This is an optimization exercise on Yosys and OpenROAD, whose aim is small area, a short achievable clock period and few clock cycles, not a production implementation.
The RTL was checked by simulation tests, not by an equivalence proof against the original design.
No activity file was given, so power comes from the tool's default toggle rates.

==> design/flow/design.v <==
package kt_pkg;
  localparam int unsigned MAX_IDENT_LEN_DEF = 64;
  localparam int unsigned KW_COUNT          = 14;
  localparam int unsigned CHUNK_BYTES       = 8;
  localparam int unsigned LEN_PORT_W        = 7;
  localparam int unsigned KW_IDX_W          = 4;
  localparam logic [4:0] KIND_END       = 5'd0;
  localparam logic [4:0] KIND_ADD       = 5'd1;
  localparam logic [4:0] KIND_SUB       = 5'd2;
  localparam logic [4:0] KIND_CARET     = 5'd3;
  localparam logic [4:0] KIND_EQUAL     = 5'd4;
  localparam logic [4:0] KIND_LESS      = 5'd5;
  localparam logic [4:0] KIND_GREATER   = 5'd6;
  localparam logic [4:0] KIND_LBRACKET  = 5'd7;
  localparam logic [4:0] KIND_RBRACKET  = 5'd8;
  localparam logic [4:0] KIND_SEMICOLON = 5'd9;
  localparam logic [4:0] KIND_COLON     = 5'd10;
  localparam logic [4:0] KIND_NUMBER    = 5'd11;
  localparam logic [4:0] KIND_SYMBOL    = 5'd12;
  localparam logic [4:0] KIND_KW_BASE   = 5'd13;
  typedef enum logic [1:0] {
    ST_SCAN,
    ST_CHUNK,
    ST_TAIL
  } fsm_e;
  typedef enum logic [1:0] {
    MODE_IDLE,
    MODE_NUM,
    MODE_IDENT
  } mode_e;
  typedef struct packed {
    logic [4:0]  kind;
    logic [31:0] num;
    logic [6:0]  len;
    logic        is_chunk;
    logic [63:0] chunk;
    logic        last;
  } res_t;
  typedef struct packed {
    logic       has_tok;
    logic [4:0] kind;
    logic       start_num;
    logic       start_ident;
    logic       id_char;
    logic [3:0] digit;
    logic [7:0] up;
  } cls_t;
  typedef struct packed {
    logic       start;
    logic       upd;
    logic [7:0] ch;
  } kw_ctl_t;
  function automatic cls_t classify(input logic [7:0] ch, input logic eoi);
    cls_t c;
    c       = '0;
    c.up    = ch;
    c.digit = ch[3:0];
    if (eoi) begin
      c.has_tok = 1'b1;
      c.kind    = KIND_END;
    end else if (ch == " " || (ch >= 8'd9 && ch <= 8'd13)) begin
      c.has_tok = 1'b0;
    end else if (ch >= "0" && ch <= "9") begin
      c.start_num = 1'b1;
      c.id_char   = 1'b1;
    end else if (ch >= "A" && ch <= "Z") begin
      c.start_ident = 1'b1;
      c.id_char     = 1'b1;
    end else if (ch >= "a" && ch <= "z") begin
      c.start_ident = 1'b1;
      c.id_char     = 1'b1;
      c.up          = ch - 8'd32;
    end else if (ch == "_") begin
      c.id_char = 1'b1;
      c.has_tok = 1'b1;
      c.kind    = KIND_END;
    end else begin
      c.has_tok = 1'b1;
      case (ch)
        "+":      c.kind = KIND_ADD;
        "-":      c.kind = KIND_SUB;
        "^":      c.kind = KIND_CARET;
        "=":      c.kind = KIND_EQUAL;
        "<":      c.kind = KIND_LESS;
        ">":      c.kind = KIND_GREATER;
        "[", "(": c.kind = KIND_LBRACKET;
        "]", ")": c.kind = KIND_RBRACKET;
        ";":      c.kind = KIND_SEMICOLON;
        ":":      c.kind = KIND_COLON;
        default:  c.kind = KIND_END;
      endcase
    end
    classify = c;
  endfunction
  function automatic logic [71:0] kw_text(input logic [KW_IDX_W-1:0] idx);
    logic [71:0] w;
    case (idx)
      4'd0:    w = "IF";
      4'd1:    w = "ELSE";
      4'd2:    w = "WHILE";
      4'd3:    w = "BEGIN";
      4'd4:    w = "END";
      4'd5:    w = "PROCEDURE";
      4'd6:    w = "DEFINE";
      4'd7:    w = "SET";
      4'd8:    w = "AND";
      4'd9:    w = "XOR";
      4'd10:   w = "OR";
      4'd11:   w = "INTEGER";
      4'd12:   w = "CHAR";
      4'd13:   w = "RETURN";
      default: w = '0;
    endcase
    kw_text = w;
  endfunction
  function automatic logic [3:0] kw_len(input logic [KW_IDX_W-1:0] idx);
    logic [3:0] l;
    case (idx)
      4'd0:    l = 4'd2;
      4'd1:    l = 4'd4;
      4'd2:    l = 4'd5;
      4'd3:    l = 4'd5;
      4'd4:    l = 4'd3;
      4'd5:    l = 4'd9;
      4'd6:    l = 4'd6;
      4'd7:    l = 4'd3;
      4'd8:    l = 4'd3;
      4'd9:    l = 4'd3;
      4'd10:   l = 4'd2;
      4'd11:   l = 4'd7;
      4'd12:   l = 4'd4;
      4'd13:   l = 4'd6;
      default: l = 4'd0;
    endcase
    kw_len = l;
  endfunction
  function automatic logic [7:0] kw_char(input logic [KW_IDX_W-1:0] idx,
                                         input logic [6:0] pos);
    logic [71:0] w;
    logic [3:0]  l;
    logic [7:0]  c;
    w = kw_text(idx);
    l = kw_len(idx);
    c = '0;
    if (pos < 7'(l)) begin
      c = w[8*(int'(l) - 1 - int'(pos)) +: 8];
    end
    kw_char = c;
  endfunction
endpackage
module kt_ident_mem #(
  parameter int unsigned ROWS  = 8,
  parameter int unsigned ROW_W = 3
) (
  input  logic             clk_i,
  input  logic             wr_en_i,
  input  logic [ROW_W-1:0] wr_row_i,
  input  logic [2:0]       wr_lane_i,
  input  logic [7:0]       wr_byte_i,
  input  logic [ROW_W-1:0] rd_row_i,
  output logic [63:0]      rd_data_o
);
  logic [63:0] mem [ROWS];
  logic [63:0] rd_data_q;
  always_ff @(posedge clk_i) begin
    if (wr_en_i) begin
      mem[wr_row_i][8*wr_lane_i +: 8] <= wr_byte_i;
    end
  end
  always_ff @(posedge clk_i) begin
    rd_data_q <= mem[rd_row_i];
  end
  assign rd_data_o = rd_data_q;
endmodule
module kt_kw_match #(
  parameter int unsigned LEN_W = 7
) (
  input  logic                          clk_i,
  input  logic                          rst_ni,
  input  kt_pkg::kw_ctl_t               ctl_i,
  input  logic [LEN_W-1:0]              pos_i,
  input  logic [LEN_W-1:0]              len_i,
  output logic                          hit_o,
  output logic [kt_pkg::KW_IDX_W-1:0]   idx_o
);
  logic [kt_pkg::KW_COUNT-1:0] mask_q, mask_d;
  always_comb begin
    mask_d = mask_q;
    for (int i = 0; i < kt_pkg::KW_COUNT; i++) begin
      if (ctl_i.start) begin
        mask_d[i] = (kt_pkg::kw_char(kt_pkg::KW_IDX_W'(i), 7'd0) == ctl_i.ch);
      end else if (ctl_i.upd) begin
        mask_d[i] = mask_q[i] &&
                    (kt_pkg::kw_char(kt_pkg::KW_IDX_W'(i), 7'(pos_i)) == ctl_i.ch);
      end
    end
  end
  always_ff @(posedge clk_i or negedge rst_ni) begin
    if (!rst_ni) begin
      mask_q <= '0;
    end else begin
      mask_q <= mask_d;
    end
  end
  always_comb begin
    hit_o = 1'b0;
    idx_o = '0;
    for (int i = 0; i < kt_pkg::KW_COUNT; i++) begin
      if (mask_q[i] && (7'(len_i) == 7'(kt_pkg::kw_len(kt_pkg::KW_IDX_W'(i))))) begin
        hit_o = 1'b1;
        idx_o = idx_o | kt_pkg::KW_IDX_W'(i);
      end
    end
  end
endmodule
module kt_out_reg (
  input  logic          clk_i,
  input  logic          rst_ni,
  input  logic          in_valid_i,
  input  kt_pkg::res_t  in_data_i,
  output logic          in_ready_o,
  output logic          out_valid_o,
  input  logic          out_ready_i,
  output kt_pkg::res_t  out_data_o
);
  logic         valid_q;
  kt_pkg::res_t data_q;
  assign in_ready_o = !valid_q || out_ready_i;
  always_ff @(posedge clk_i or negedge rst_ni) begin
    if (!rst_ni) begin
      valid_q <= 1'b0;
    end else if (in_ready_o) begin
      valid_q <= in_valid_i;
    end
  end
  always_ff @(posedge clk_i) begin
    if (in_ready_o && in_valid_i) begin
      data_q <= in_data_i;
    end
  end
  assign out_valid_o = valid_q;
  assign out_data_o  = data_q;
endmodule
module keyword_tokenizer_unit #(
  parameter int unsigned MAX_IDENT_LEN = kt_pkg::MAX_IDENT_LEN_DEF
) (
  input  logic        clk_i,
  input  logic        rst_ni,
  input  logic        in_valid_i,
  output logic        in_ready_o,
  input  logic [7:0]  char_in_i,
  input  logic        end_of_input_i,
  output logic        out_valid_o,
  input  logic        out_ready_i,
  output logic [4:0]  token_kind_o,
  output logic [31:0] number_value_o,
  output logic [6:0]  text_length_o,
  output logic        is_chunk_o,
  output logic [63:0] text_chunk_o,
  output logic        last_o
);
  localparam int unsigned LEN_W = $clog2(MAX_IDENT_LEN + 1);
  localparam int unsigned ROWS  = (MAX_IDENT_LEN + kt_pkg::CHUNK_BYTES - 1) /
                                  kt_pkg::CHUNK_BYTES;
  localparam int unsigned ROW_W = (ROWS > 1) ? $clog2(ROWS) : 1;
  kt_pkg::fsm_e    state_q, state_d;
  kt_pkg::mode_e   mode_q, mode_d;
  logic [31:0]     acc_q, acc_d;
  logic [LEN_W-1:0] len_q, len_d;
  logic [ROW_W-1:0] row_q, row_d;
  logic [7:0]      term_char_q, term_char_d;
  logic            term_end_q, term_end_d;
  logic [4:0]      tail_kind_q, tail_kind_d;
  logic            slot_free;
  logic            res_valid;
  kt_pkg::res_t    res;
  kt_pkg::res_t    out_data;
  logic            wr_en;
  logic [ROW_W-1:0] wr_row;
  logic [2:0]      wr_lane;
  logic [7:0]      wr_byte;
  logic [63:0]     rd_data;
  kt_pkg::kw_ctl_t kw_ctl;
  logic [LEN_W-1:0] kw_pos;
  logic            kw_hit;
  logic [kt_pkg::KW_IDX_W-1:0] kw_idx;
  logic [7:0]      src_char;
  logic            src_end;
  kt_pkg::cls_t    cls;
  logic            in_fire;
  logic            cont_num;
  logic            cont_id;
  logic [31:0]     acc_x10;
  logic [LEN_W-1:0] len_m1;
  logic            chunk_last;
  logic [63:0]     chunk_data;
  logic            apply_start;
  logic            apply_tail;
  assign src_char = (state_q == kt_pkg::ST_CHUNK) ? term_char_q : char_in_i;
  assign src_end  = (state_q == kt_pkg::ST_CHUNK) ? term_end_q  : end_of_input_i;
  assign cls      = kt_pkg::classify(src_char, src_end);
  assign in_fire  = in_valid_i && slot_free && (state_q == kt_pkg::ST_SCAN);
  assign cont_num = (mode_q == kt_pkg::MODE_NUM) && !end_of_input_i && cls.start_num;
  assign cont_id  = (mode_q == kt_pkg::MODE_IDENT) && !end_of_input_i && cls.id_char &&
                    (len_q < LEN_W'(MAX_IDENT_LEN));
  assign acc_x10  = {acc_q[28:0], 3'b000} + {acc_q[30:0], 1'b0} + {28'd0, cls.digit};
  assign len_m1     = len_q - LEN_W'(1);
  assign chunk_last = (row_q == len_m1[ROW_W+2:3]);
  always_comb begin
    for (int b = 0; b < 8; b++) begin
      chunk_data[8*b +: 8] = (LEN_W'({row_q, 3'(b)}) < len_q) ? rd_data[8*b +: 8] : 8'd0;
    end
  end
  always_comb begin
    state_d     = state_q;
    mode_d      = mode_q;
    acc_d       = acc_q;
    len_d       = len_q;
    row_d       = row_q;
    term_char_d = term_char_q;
    term_end_d  = term_end_q;
    tail_kind_d = tail_kind_q;
    in_ready_o  = 1'b0;
    res_valid   = 1'b0;
    res         = '0;
    wr_en       = 1'b0;
    wr_row      = len_q[ROW_W+2:3];
    wr_lane     = len_q[2:0];
    wr_byte     = cls.up;
    kw_ctl      = '0;
    kw_ctl.ch   = cls.up;
    kw_pos      = len_q;
    apply_start = 1'b0;
    apply_tail  = 1'b0;
    case (state_q)
      kt_pkg::ST_SCAN: begin
        in_ready_o = slot_free;
        if (in_fire) begin
          if (cont_num) begin
            acc_d = acc_x10;
          end else if (cont_id) begin
            wr_en      = 1'b1;
            kw_ctl.upd = 1'b1;
            len_d      = len_q + LEN_W'(1);
          end else begin
            case (mode_q)
              kt_pkg::MODE_NUM: begin
                res_valid   = 1'b1;
                res.kind    = kt_pkg::KIND_NUMBER;
                res.num     = acc_q;
                res.last    = !cls.has_tok;
                apply_start = 1'b1;
                apply_tail  = 1'b1;
              end
              kt_pkg::MODE_IDENT: begin
                res_valid = 1'b1;
                if (kw_hit) begin
                  res.kind    = kt_pkg::KIND_KW_BASE + 5'(kw_idx);
                  res.last    = !cls.has_tok;
                  apply_start = 1'b1;
                  apply_tail  = 1'b1;
                end else begin
                  res.kind    = kt_pkg::KIND_SYMBOL;
                  res.len     = 7'(len_q);
                  term_char_d = char_in_i;
                  term_end_d  = end_of_input_i;
                  row_d       = '0;
                  state_d     = kt_pkg::ST_CHUNK;
                end
              end
              default: begin
                res_valid   = cls.has_tok;
                res.kind    = cls.kind;
                res.last    = 1'b1;
                apply_start = 1'b1;
              end
            endcase
          end
        end
      end
      kt_pkg::ST_CHUNK: begin
        if (slot_free) begin
          res_valid    = 1'b1;
          res.kind     = kt_pkg::KIND_SYMBOL;
          res.is_chunk = 1'b1;
          res.chunk    = chunk_data;
          res.last     = chunk_last && !cls.has_tok;
          row_d        = row_q + ROW_W'(1);
          if (chunk_last) begin
            apply_start = 1'b1;
            apply_tail  = 1'b1;
          end
        end
      end
      kt_pkg::ST_TAIL: begin
        if (slot_free) begin
          res_valid = 1'b1;
          res.kind  = tail_kind_q;
          res.last  = 1'b1;
          state_d   = kt_pkg::ST_SCAN;
        end
      end
      default: begin
        state_d = kt_pkg::ST_SCAN;
      end
    endcase
    if (apply_start) begin
      mode_d = kt_pkg::MODE_IDLE;
      if (cls.start_num) begin
        acc_d  = {28'd0, cls.digit};
        mode_d = kt_pkg::MODE_NUM;
      end else if (cls.start_ident) begin
        wr_en        = 1'b1;
        wr_row       = '0;
        wr_lane      = 3'd0;
        kw_ctl.start = 1'b1;
        len_d        = LEN_W'(1);
        mode_d       = kt_pkg::MODE_IDENT;
      end
    end
    if (apply_tail) begin
      tail_kind_d = cls.kind;
      state_d     = cls.has_tok ? kt_pkg::ST_TAIL : kt_pkg::ST_SCAN;
    end
  end
  always_ff @(posedge clk_i or negedge rst_ni) begin
    if (!rst_ni) begin
      state_q <= kt_pkg::ST_SCAN;
      mode_q  <= kt_pkg::MODE_IDLE;
      acc_q   <= '0;
      len_q   <= '0;
      row_q   <= '0;
    end else begin
      state_q <= state_d;
      mode_q  <= mode_d;
      acc_q   <= acc_d;
      len_q   <= len_d;
      row_q   <= row_d;
    end
  end
  always_ff @(posedge clk_i) begin
    term_char_q <= term_char_d;
    term_end_q  <= term_end_d;
    tail_kind_q <= tail_kind_d;
  end
  kt_ident_mem #(
    .ROWS  (ROWS),
    .ROW_W (ROW_W)
  ) u_mem (
    .clk_i     (clk_i),
    .wr_en_i   (wr_en),
    .wr_row_i  (wr_row),
    .wr_lane_i (wr_lane),
    .wr_byte_i (wr_byte),
    .rd_row_i  (row_d),
    .rd_data_o (rd_data)
  );
  kt_kw_match #(
    .LEN_W (LEN_W)
  ) u_kw (
    .clk_i  (clk_i),
    .rst_ni (rst_ni),
    .ctl_i  (kw_ctl),
    .pos_i  (kw_pos),
    .len_i  (len_q),
    .hit_o  (kw_hit),
    .idx_o  (kw_idx)
  );
  kt_out_reg u_out (
    .clk_i       (clk_i),
    .rst_ni      (rst_ni),
    .in_valid_i  (res_valid),
    .in_data_i   (res),
    .in_ready_o  (slot_free),
    .out_valid_o (out_valid_o),
    .out_ready_i (out_ready_i),
    .out_data_o  (out_data)
  );
  assign token_kind_o   = out_data.kind;
  assign number_value_o = out_data.num;
  assign text_length_o  = out_data.len;
  assign is_chunk_o     = out_data.is_chunk;
  assign text_chunk_o   = out_data.chunk;
  assign last_o         = out_data.last;
endmodule
==> design/flow/run.sh <==
#!/bin/bash
# synth_recipe.tcl (not shown) runs the flow's synth.tcl, then flattens the netlist and writes it again
# the make line also repeats each setting of config.mk as NAME=value (left out here)
make -C /OpenROAD-flow-scripts/flow DESIGN_CONFIG=/design/flow/config.mk WORK_HOME=/design/flow/orfs CLKGATE_MAP_FILE= SYNTH_SCRIPT=/design/flow/synth_recipe.tcl finish
==> design/flow/config.mk <==
export PLATFORM = sky130hd
export DESIGN_NAME = keyword_tokenizer_unit
export DESIGN_NICKNAME = keyword_tokenizer_unit
export VERILOG_FILES = /design/flow/design.v
export SDC_FILE = /design/flow/constraint.sdc
export NUM_CORES = 4
export LEC_CHECK = 0
export CAP_MARGIN = 20
export CORE_MARGIN = 2
export CORE_UTILIZATION = 40
export SLEW_MARGIN = 20
==> design/flow/constraint.sdc <==
create_clock -name core_clock -period 7.0 [get_ports {clk_i}]
set_input_delay 1.4000 -clock core_clock [delete_from_list [all_inputs] [get_ports {clk_i}]]
set_output_delay 1.4000 -clock core_clock [all_outputs]
set_load 0.01 [all_outputs]
==> flow_metrics.tcl <==
set metrics [dict create \
    fin_setup_tns_ns 0 \
    maxSlewViolCount 0 \
    max_freq_mhz 174 \
    cts_inserted_buffers 82 \
    synth-edff-count 635 \
    hpwl_um 61100 \
    drive_gt1_share_pct 11.9 \
    ys.flop_type "edfxtp_1" \
    whs_ns 0.501 \
    postCtsSetupRepairBufs 0 \
    syn-mean-instance-area_um2 12.8 \
    crit_required_ns 7.24 \
    synth.distinct_cells 101 \
    synthArstFlopShare_pct 8.03 \
    cp_max_fo 9 \
    yosysTopAreaCell "edfxtp_1" \
    start_kind "input port" \
    hold_depth 1 \
    routed_wl_um 96700 \
    synthTopCellsByArea "edfxtp_1 (55%), a211oi_1 (4.4%), dfrtp_1 (4.4%)" \
    netlist.area_leader.share_pct 54.6 \
    grt_pass1_wl_um 146000 \
    insertion_delay_ns 0.63 \
    max_slew_margin_pct 22.3 \
    syn_to_final_growth_pct 16.1 \
    grt_max_degree 194 \
    nNetsFinal 2963 \
    avgRoutedWirePerCell_um 23.7 \
    worstSetupPathType "in2reg" \
    drc 0 \
    antenna_found_initial 3 \
    power_frac_seq_pct 33.7 \
    leakage_nw 14.5 \
    antenna_left 0 \
    dieArea_um2 89700 \
    io_buffers 124 \
    hold_violations 0 \
    rows 108 \
    swShare_pct 37.9 \
    cts_tree "done" \
    power.density_nw_per_um2 433 \
    power_switching_mw 6.66 \
    finalSetupViolCount 0 \
    worst_slew_pin_slew_ns 1.16 \
    ff2ff_path_depth 12 \
    finClkSkew_ns 0.0204 \
    most-common-layout-cells "edfxtp_1 (635), and3_1 (209), nor2_1 (207), a211oi_1 (204), nand2_1 (142)" \
    ctsLongestPathBuffers 3 \
    core_um2 86600 \
    routabilityCongestion 0.937 \
    seq_area_frac_synth_pct 62.6 \
    cts.repair.resized 0 \
    outcome "complete, no violations" \
    groute.usage.overall_pct 21.2 \
    finish.instance_area_um2 40600 \
    period_needed_ns 5.74 \
    power_frac_clock_pct 24.9 \
    synth_seq_cells 760 \
    syn_nets 2832 \
    nFillCells 7620 \
    placed_cell_area_um2 37800 \
    drtPass1Iterations 6 \
    initial_core_util_pct 40.3 \
    arrival_ns 5.97 \
    ctsHoldBuffers 0 \
    rsz0062_at_grt "false" \
    ir_drop_mv 0.553 \
    die_x_um 300 \
    p_int_mw 10.9 \
    synth_cells 2729 \
    io_pins 125 \
    die_y_um 300 \
    grt-ovfl-total 0 \
    cts.reportedPaths.clkPinSlew_ns 0.06 \
    via_count 23900 \
    post-route-period-util_pct 81.9 \
    htreeDepth 3 \
    vias_per_cell 5.86 \
    drtIter0Drc 2275 \
    combPwrFrac_pct 41.4 \
    ys_warn_count 4 \
    root_buffer "clkbuf_16" \
    drv_cap 0 \
    hp-class "reg2reg" \
    end_kind "flop" \
    syn_area_um2 34900 \
    grt_pass1_vias 23900 \
    clock_sink_count 760 \
    layout_commonest_cell "edfxtp_1" \
]
==> cell usage after synthesis (18+ instances only) <==
cell type,instances
a2111oi_2,60
a211oi_1,205
a21o_1,18
a21oi_1,89
a31oi_1,27
and2_1,104
and3_1,209
buf_2,42
clkbuf_1,128
dfrtp_1,61
dfxtp_1,64
edfxtp_1,635
ha_1,88
inv_1,36
mux2i_1,77
nand2_1,143
nand3_1,53
nor2_1,209
nor3_1,48
o21ai_0,70
or3_1,19
xnor2_1,42
==> metrics by stage <==
stage / util [%] / power (mW) / std cells / setup WS [ns]
after floorplan: - / 10.8 / 2729 / 0.282
after detailed placement: 43.7 / 13.3 / 3931 / 0.638
final: 46.8 / 17.6 / 4084 / 1.26
after global placement: 43.7 / 13.1 / 3931 / 0.876
after CTS: 46.8 / 17.7 / 4082 / 1.30
after global routing: 46.8 / 18.4 / 4083 / 0.968
==> worst paths after layout <==
path | from | end | slack (ns)
hold reg to reg | u_mem.rd_data_q[17] | u_out.data_q[18] | 0.50
setup reg to reg | len_q[1] | u_mem.mem[1][1] | 1.27
max in group asynchronous | rst_ni | u_kw.mask_q[8] | 5.40
setup / recovery | char_in_i[0] | u_mem.mem[1][1] | 1.26
min in group asynchronous | rst_ni | acc_q[8] | 0.97
hold / removal | u_mem.rd_data_q[17] | u_out.data_q[18] | 0.50
==> worst max-delay path, cell delays in order <==
cell and delay, ns:
clkdlybuf4s50_1 0.52, or4_1 0.65, o32a_1 0.30, o21ai_0 0.26, a22o_1 0.39, nand4_1 0.29, o21ai_2 0.61, nand2_1 0.35
a211o_1 0.45, nor2_1 0.74
==> kinds of logic (layout without fill, tap and decap cells) <==
logic type | count (synthesis) | in the layout | synth area share (%)
AOI/OAI and AO/OA | 636 | 636 | 14.4
xor gates and xnor gates | 52 | 52 | 1.34
adders and majority gates | 90 | 90 | 3.27
buffers and inverters | 222 | 420 | 2.65
DFF | 760 | 760 | 62.6
muxes | 86 | 86 | 2.51
other | 0 | 2 | 0
and+or+nand+nor | 883 | 883 | 13.2
==> per-layer routing <==
metal,share of wire (%),track usage [%]
met5,0,0
met4,3.5,8.04
met3,6.4,3.15
met2,47,34.6
met1,43,28.6
==> power groups by stage <==
stage	registers (mW)	logic, mW	clock network (mW)
finish	5.92	7.28	4.38
global route	5.96	7.87	4.62
CTS	5.93	7.27	4.46
detailed placement	6.02	7.25	0
global placement	6.02	7.05	0
floorplan	6.05	4.78	0
==> cell type report <==
class	instances	area (um^2)	share of cell area, %
well taps	1155	1450	3.56
diodes	2	5.00	0.0123
flip-flops and latches	760	21900	53.9
inverters	40	150	0.370
repair buffers	229	2090	5.15
clock buffers	110	2300	5.67
clock inverters	41	419	1.03
multi-input cells	1747	12300	30.3
==> sequential cells by signal (all words and copies together) (netlist names) <==
| register | cells |
|---|---|
| acc_q | 32 |
| len_q | 7 |
| mode_q | 2 |
| row_q | 3 |
| state_q | 2 |
| tail_kind_q | 4 |
| term_char_q | 8 |
| term_end_q | 1 |
| u_kw.mask_q | 14 |
| u_mem.mem | 512 |
| u_mem.rd_data_q | 64 |
| u_out.data_q | 110 |
| u_out.valid_q | 1 |
Testbench counts, summed over its fixed seeds: cycles 26,362.

[what the ideal ports hide]
The flow's constraints put no driver on any port. The routed layout listed below was extracted and timed again, unchanged, in two steps. Step 1 (the two cells are an assumption about what drives the block):
set clk [get_ports {clk_i}]
set_driving_cell -lib_cell sky130_fd_sc_hd__clkbuf_16 $clk
set_driving_cell -lib_cell sky130_fd_sc_hd__buf_2 [delete_from_list [all_inputs] $clk]
Step 2 also shifts input and output timing later by t, the mid clock arrival at the registers, as if the neighbouring blocks saw the same clock. Three values: ideal ports, drivers, drivers and shift; two values: the first two.
t, ns: 0.685
slack for setup (ns): 1.264 / 1.269 / 0.626
clock arrival spread, ns: 0.020 / 0.020
After both steps setup and hold are still met in this run. The setup slack of this run moves by +0.005 ns with the drivers and by -0.638 ns with both steps.
